This design comes from an exercise in tuning for small area, a short achievable clock period and few clock cycles on the open sky130 flow, not from production work. Only simulation tests tie the RTL to the original design; equivalence was not proved.

==> run M: inputs <==
## int_exec_core
module int_exec_core (
    input  logic                  clk,
    input  logic                  rst,
    input  logic                  insn_valid,
    input  logic [31:0]           insn,
    output logic                  busy,
    output logic                  wb_valid,
    output logic [REG_ADDR_W-1:0] wb_rd,
    output logic [XLEN-1:0]       wb_data
);
Settings: LEC_CHECK=0, ABC_CLOCK_PERIOD_IN_PS=3400, CAP_MARGIN=20, CORE_MARGIN=2, CORE_UTILIZATION=40, SETUP_SLACK_MARGIN=2.1, SLEW_MARGIN=20, TNS_END_PERCENT=10; clock period 5.5 ns.
run.sh (not shown) runs the stock make flow with config.mk's settings and CLKGATE_MAP_FILE= SYNTH_SCRIPT=/design/flow/synth_recipe.tcl, a recipe that flattens the netlist after the stock synthesis.
==> run X: changes against run M <==
--- a/flow/design.v
+++ b/flow/design.v
@@ -7,55 +7,55 @@
     localparam logic [6:0] FUNCT7_ALT    = 7'b0100000;
     localparam logic [6:0] FUNCT7_MULDIV = 7'b0000001;
     localparam int MUL_CUT_W = 188;
 endpackage
 import exec_pkg::*;
 module reg_file (
     input  logic                  clk,
     input  logic                  rst,
-    input  logic [REG_ADDR_W-1:0] rs1,
-    input  logic [REG_ADDR_W-1:0] rs2,
+    input  logic [NUM_REGS-1:1]   rs1_oh,
+    input  logic [NUM_REGS-1:1]   rs2_oh,
     output logic [XLEN-1:0]       rdata1,
     output logic [XLEN-1:0]       rdata2,
     input  logic                  we,
     input  logic [REG_ADDR_W-1:0] waddr,
     input  logic [XLEN-1:0]       wdata
 );
-    logic [XLEN-1:0] regs [0:NUM_REGS-1];
-    logic [NUM_REGS-1:1] vld_r;
-    logic [NUM_REGS-1:0] vld;
-    assign vld = {vld_r, 1'b0};
+    logic [XLEN-1:0] regs [1:NUM_REGS-1];
+    logic [NUM_REGS-1:1] vld;
     always_ff @(posedge clk) begin
         for (int n = 1; n < NUM_REGS; n++) begin
             if (we && waddr == n) begin
                 regs[n] <= wdata;
             end
         end
     end
     always_ff @(posedge clk) begin
         if (rst) begin
-            vld_r <= '0;
+            vld <= '0;
         end else begin
             for (int n = 1; n < NUM_REGS; n++) begin
                 if (we && waddr == n) begin
-                    vld_r[n] <= 1'b1;
+                    vld[n] <= 1'b1;
                 end
             end
         end
     end
-    logic [XLEN-1:0] rv [0:NUM_REGS-1];
+    logic [NUM_REGS-1:1] sel1, sel2;
+    assign sel1 = rs1_oh & vld;
+    assign sel2 = rs2_oh & vld;
     always_comb begin
-        rv[0] = '0;
+        rdata1 = '0;
+        rdata2 = '0;
         for (int n = 1; n < NUM_REGS; n++) begin
-            rv[n] = regs[n];
+            rdata1 = rdata1 | ({XLEN{sel1[n]}} & regs[n]);
+            rdata2 = rdata2 | ({XLEN{sel2[n]}} & regs[n]);
         end
     end
-    assign rdata1 = vld[rs1] ? rv[rs1] : '0;
-    assign rdata2 = vld[rs2] ? rv[rs2] : '0;
 endmodule
 import exec_pkg::*;
 module alu_unit (
     input  logic [XLEN-1:0] a,
     input  logic [XLEN-1:0] b,
     input  logic            sub,      
     input  logic            sra,      
     input  logic            sel_add,
@@ -2721,16 +2721,23 @@
     logic        d_use_imm;
     logic        d_alt;
     logic [2:0]  d_f3;
     logic [4:0]  d_rd;
     logic [4:0]  d_rs1;
     logic [11:0] d_hi12;    
     logic [4:0]  d_rs2;
     assign d_rs2 = d_hi12[4:0];
+    logic [NUM_REGS-1:1] f_oh1, f_oh2, d_oh1, d_oh2;
+    always_comb begin
+        for (int n = 1; n < NUM_REGS; n++) begin
+            f_oh1[n] = f_rs1 == n;
+            f_oh2[n] = f_rs2 == n;
+        end
+    end
     logic        e_valid;
     logic        e_mul;
     logic [4:0]  e_rd;
     logic [XLEN-1:0] e_a, e_b;
     logic        e_sub, e_sra;
     logic        e_sel_add, e_sel_slt, e_sel_sltu, e_sel_xor, e_sel_or, e_sel_and, e_sel_sll, e_sel_sr;
     logic        e_hi, e_sa;
     logic [16:0] e_one, e_two, e_neg;
@@ -2768,25 +2775,27 @@
         if (!busy_r) begin
             d_mul     <= f_mul;
             d_use_imm <= f_use_imm;
             d_alt     <= f_alt;
             d_f3      <= f_f3;
             d_rd      <= insn[11:7];
             d_rs1     <= f_rs1;
             d_hi12    <= insn[31:20];
+            d_oh1     <= f_oh1;
+            d_oh2     <= f_oh2;
         end
     end
     logic [XLEN-1:0] rf1, rf2;
     logic [XLEN-1:0] alu_y;
     reg_file rf_i (
         .clk    (clk),
         .rst    (rst),
-        .rs1    (d_rs1),
-        .rs2    (d_rs2),
+        .rs1_oh (d_oh1),
+        .rs2_oh (d_oh2),
         .rdata1 (rf1),
         .rdata2 (rf2),
         .we     (wb_valid),
         .waddr  (wb_rd),
         .wdata  (wb_data)
     );
     logic fe1, fe2, fm1, fm2, fw1, fw2;
     assign fe1 = e_valid && e_rd == d_rs1;
==> flow/config.mk (replaced) <==
export PLATFORM = sky130hd
export DESIGN_NAME = int_exec_core
export DESIGN_NICKNAME = int_exec_core
export VERILOG_FILES = /design/flow/design.v
export SDC_FILE = /design/flow/constraint.sdc
export NUM_CORES = 4
export LEC_CHECK = 0
export ABC_CLOCK_PERIOD_IN_PS = 3400
export CAP_MARGIN = 20
export CORE_MARGIN = 2
export CORE_UTILIZATION = 40
export SETUP_SLACK_MARGIN = 1.9
export SLEW_MARGIN = 20
export TNS_END_PERCENT = 10
==> run F: changes against run M <==
--- a/flow/design.v
+++ b/flow/design.v
@@ -7,55 +7,55 @@
     localparam logic [6:0] FUNCT7_ALT    = 7'b0100000;
     localparam logic [6:0] FUNCT7_MULDIV = 7'b0000001;
     localparam int MUL_CUT_W = 188;
 endpackage
 import exec_pkg::*;
 module reg_file (
     input  logic                  clk,
     input  logic                  rst,
-    input  logic [REG_ADDR_W-1:0] rs1,
-    input  logic [REG_ADDR_W-1:0] rs2,
+    input  logic [NUM_REGS-1:1]   rs1_oh,
+    input  logic [NUM_REGS-1:1]   rs2_oh,
     output logic [XLEN-1:0]       rdata1,
     output logic [XLEN-1:0]       rdata2,
     input  logic                  we,
     input  logic [REG_ADDR_W-1:0] waddr,
     input  logic [XLEN-1:0]       wdata
 );
-    logic [XLEN-1:0] regs [0:NUM_REGS-1];
-    logic [NUM_REGS-1:1] vld_r;
-    logic [NUM_REGS-1:0] vld;
-    assign vld = {vld_r, 1'b0};
+    logic [XLEN-1:0] regs [1:NUM_REGS-1];
+    logic [NUM_REGS-1:1] vld;
     always_ff @(posedge clk) begin
         for (int n = 1; n < NUM_REGS; n++) begin
             if (we && waddr == n) begin
                 regs[n] <= wdata;
             end
         end
     end
     always_ff @(posedge clk) begin
         if (rst) begin
-            vld_r <= '0;
+            vld <= '0;
         end else begin
             for (int n = 1; n < NUM_REGS; n++) begin
                 if (we && waddr == n) begin
-                    vld_r[n] <= 1'b1;
+                    vld[n] <= 1'b1;
                 end
             end
         end
     end
-    logic [XLEN-1:0] rv [0:NUM_REGS-1];
+    logic [NUM_REGS-1:1] sel1, sel2;
+    assign sel1 = rs1_oh & vld;
+    assign sel2 = rs2_oh & vld;
     always_comb begin
-        rv[0] = '0;
+        rdata1 = '0;
+        rdata2 = '0;
         for (int n = 1; n < NUM_REGS; n++) begin
-            rv[n] = regs[n];
+            rdata1 = rdata1 | ({XLEN{sel1[n]}} & regs[n]);
+            rdata2 = rdata2 | ({XLEN{sel2[n]}} & regs[n]);
         end
     end
-    assign rdata1 = vld[rs1] ? rv[rs1] : '0;
-    assign rdata2 = vld[rs2] ? rv[rs2] : '0;
 endmodule
 import exec_pkg::*;
 module alu_unit (
     input  logic [XLEN-1:0] a,
     input  logic [XLEN-1:0] b,
     input  logic            sub,      
     input  logic            sra,      
     input  logic            sel_add,
@@ -2721,16 +2721,23 @@
     logic        d_use_imm;
     logic        d_alt;
     logic [2:0]  d_f3;
     logic [4:0]  d_rd;
     logic [4:0]  d_rs1;
     logic [11:0] d_hi12;    
     logic [4:0]  d_rs2;
     assign d_rs2 = d_hi12[4:0];
+    logic [NUM_REGS-1:1] f_oh1, f_oh2, d_oh1, d_oh2;
+    always_comb begin
+        for (int n = 1; n < NUM_REGS; n++) begin
+            f_oh1[n] = f_rs1 == n;
+            f_oh2[n] = f_rs2 == n;
+        end
+    end
     logic        e_valid;
     logic        e_mul;
     logic [4:0]  e_rd;
     logic [XLEN-1:0] e_a, e_b;
     logic        e_sub, e_sra;
     logic        e_sel_add, e_sel_slt, e_sel_sltu, e_sel_xor, e_sel_or, e_sel_and, e_sel_sll, e_sel_sr;
     logic        e_hi, e_sa;
     logic [16:0] e_one, e_two, e_neg;
@@ -2768,25 +2775,27 @@
         if (!busy_r) begin
             d_mul     <= f_mul;
             d_use_imm <= f_use_imm;
             d_alt     <= f_alt;
             d_f3      <= f_f3;
             d_rd      <= insn[11:7];
             d_rs1     <= f_rs1;
             d_hi12    <= insn[31:20];
+            d_oh1     <= f_oh1;
+            d_oh2     <= f_oh2;
         end
     end
     logic [XLEN-1:0] rf1, rf2;
     logic [XLEN-1:0] alu_y;
     reg_file rf_i (
         .clk    (clk),
         .rst    (rst),
-        .rs1    (d_rs1),
-        .rs2    (d_rs2),
+        .rs1_oh (d_oh1),
+        .rs2_oh (d_oh2),
         .rdata1 (rf1),
         .rdata2 (rf2),
         .we     (wb_valid),
         .waddr  (wb_rd),
         .wdata  (wb_data)
     );
     logic fe1, fe2, fm1, fm2, fw1, fw2;
     assign fe1 = e_valid && e_rd == d_rs1;
==> comparison <==
Clock skew, highest first: run M, run F, run X.
The lowest hold slack belongs to run M, the highest to run F.
Fmax: run F < run X < run M.
The lowest routed wire length belongs to run F, the highest to run M.
First-iteration DRC count: run X is smaller than run F (1.7%).
In run X the sequential share of layout area is higher than in run M, by 2.8 points.
Of run F and run M, run F has the higher clock-buffer cell count (gap 12).
Flip-flop and latch count is the same in run F and run X.
Testbench counts of run M, summed over its fixed seeds: cycles 26,233.
Testbench counts of run X, summed over its fixed seeds: cycles 26,233.
Testbench counts of run F, summed over its fixed seeds: cycles 26,233.

afterwards: timing with drivers on the ports:
How much do the figures lean on ideal ports? The routed layouts below were timed once more, with nothing changed but the port constraints.
Step 1: set_driving_cell puts a clkbuf_16 on clk and a buf_2 on each other input, an assumption about the parent block.
Step 2 times the ports against the registers' clock, not the clock port: input delays grow and output delays shrink by t, the midpoint of the rising clock arrivals with the driver on.
a / b / c = no drivers / after step 1 / after step 2; a / b = the first two.
| run | shift t [ns] | slack for setup (ns) | worst setup path after step 2 | worst data-port slew with drivers (ns) |
|---|---|---|---|---|
| run M | 0.940 | 1.705 / 1.705 / 1.705 | register to register | 0.05 |
| run X | 0.960 | 1.579 / 1.474 / 1.611 | register to register | 0.04 |
| run F | 0.968 | 1.555 / 1.555 / 1.555 | register to register | 0.05 |
After both steps setup and hold are still met in every run listed.
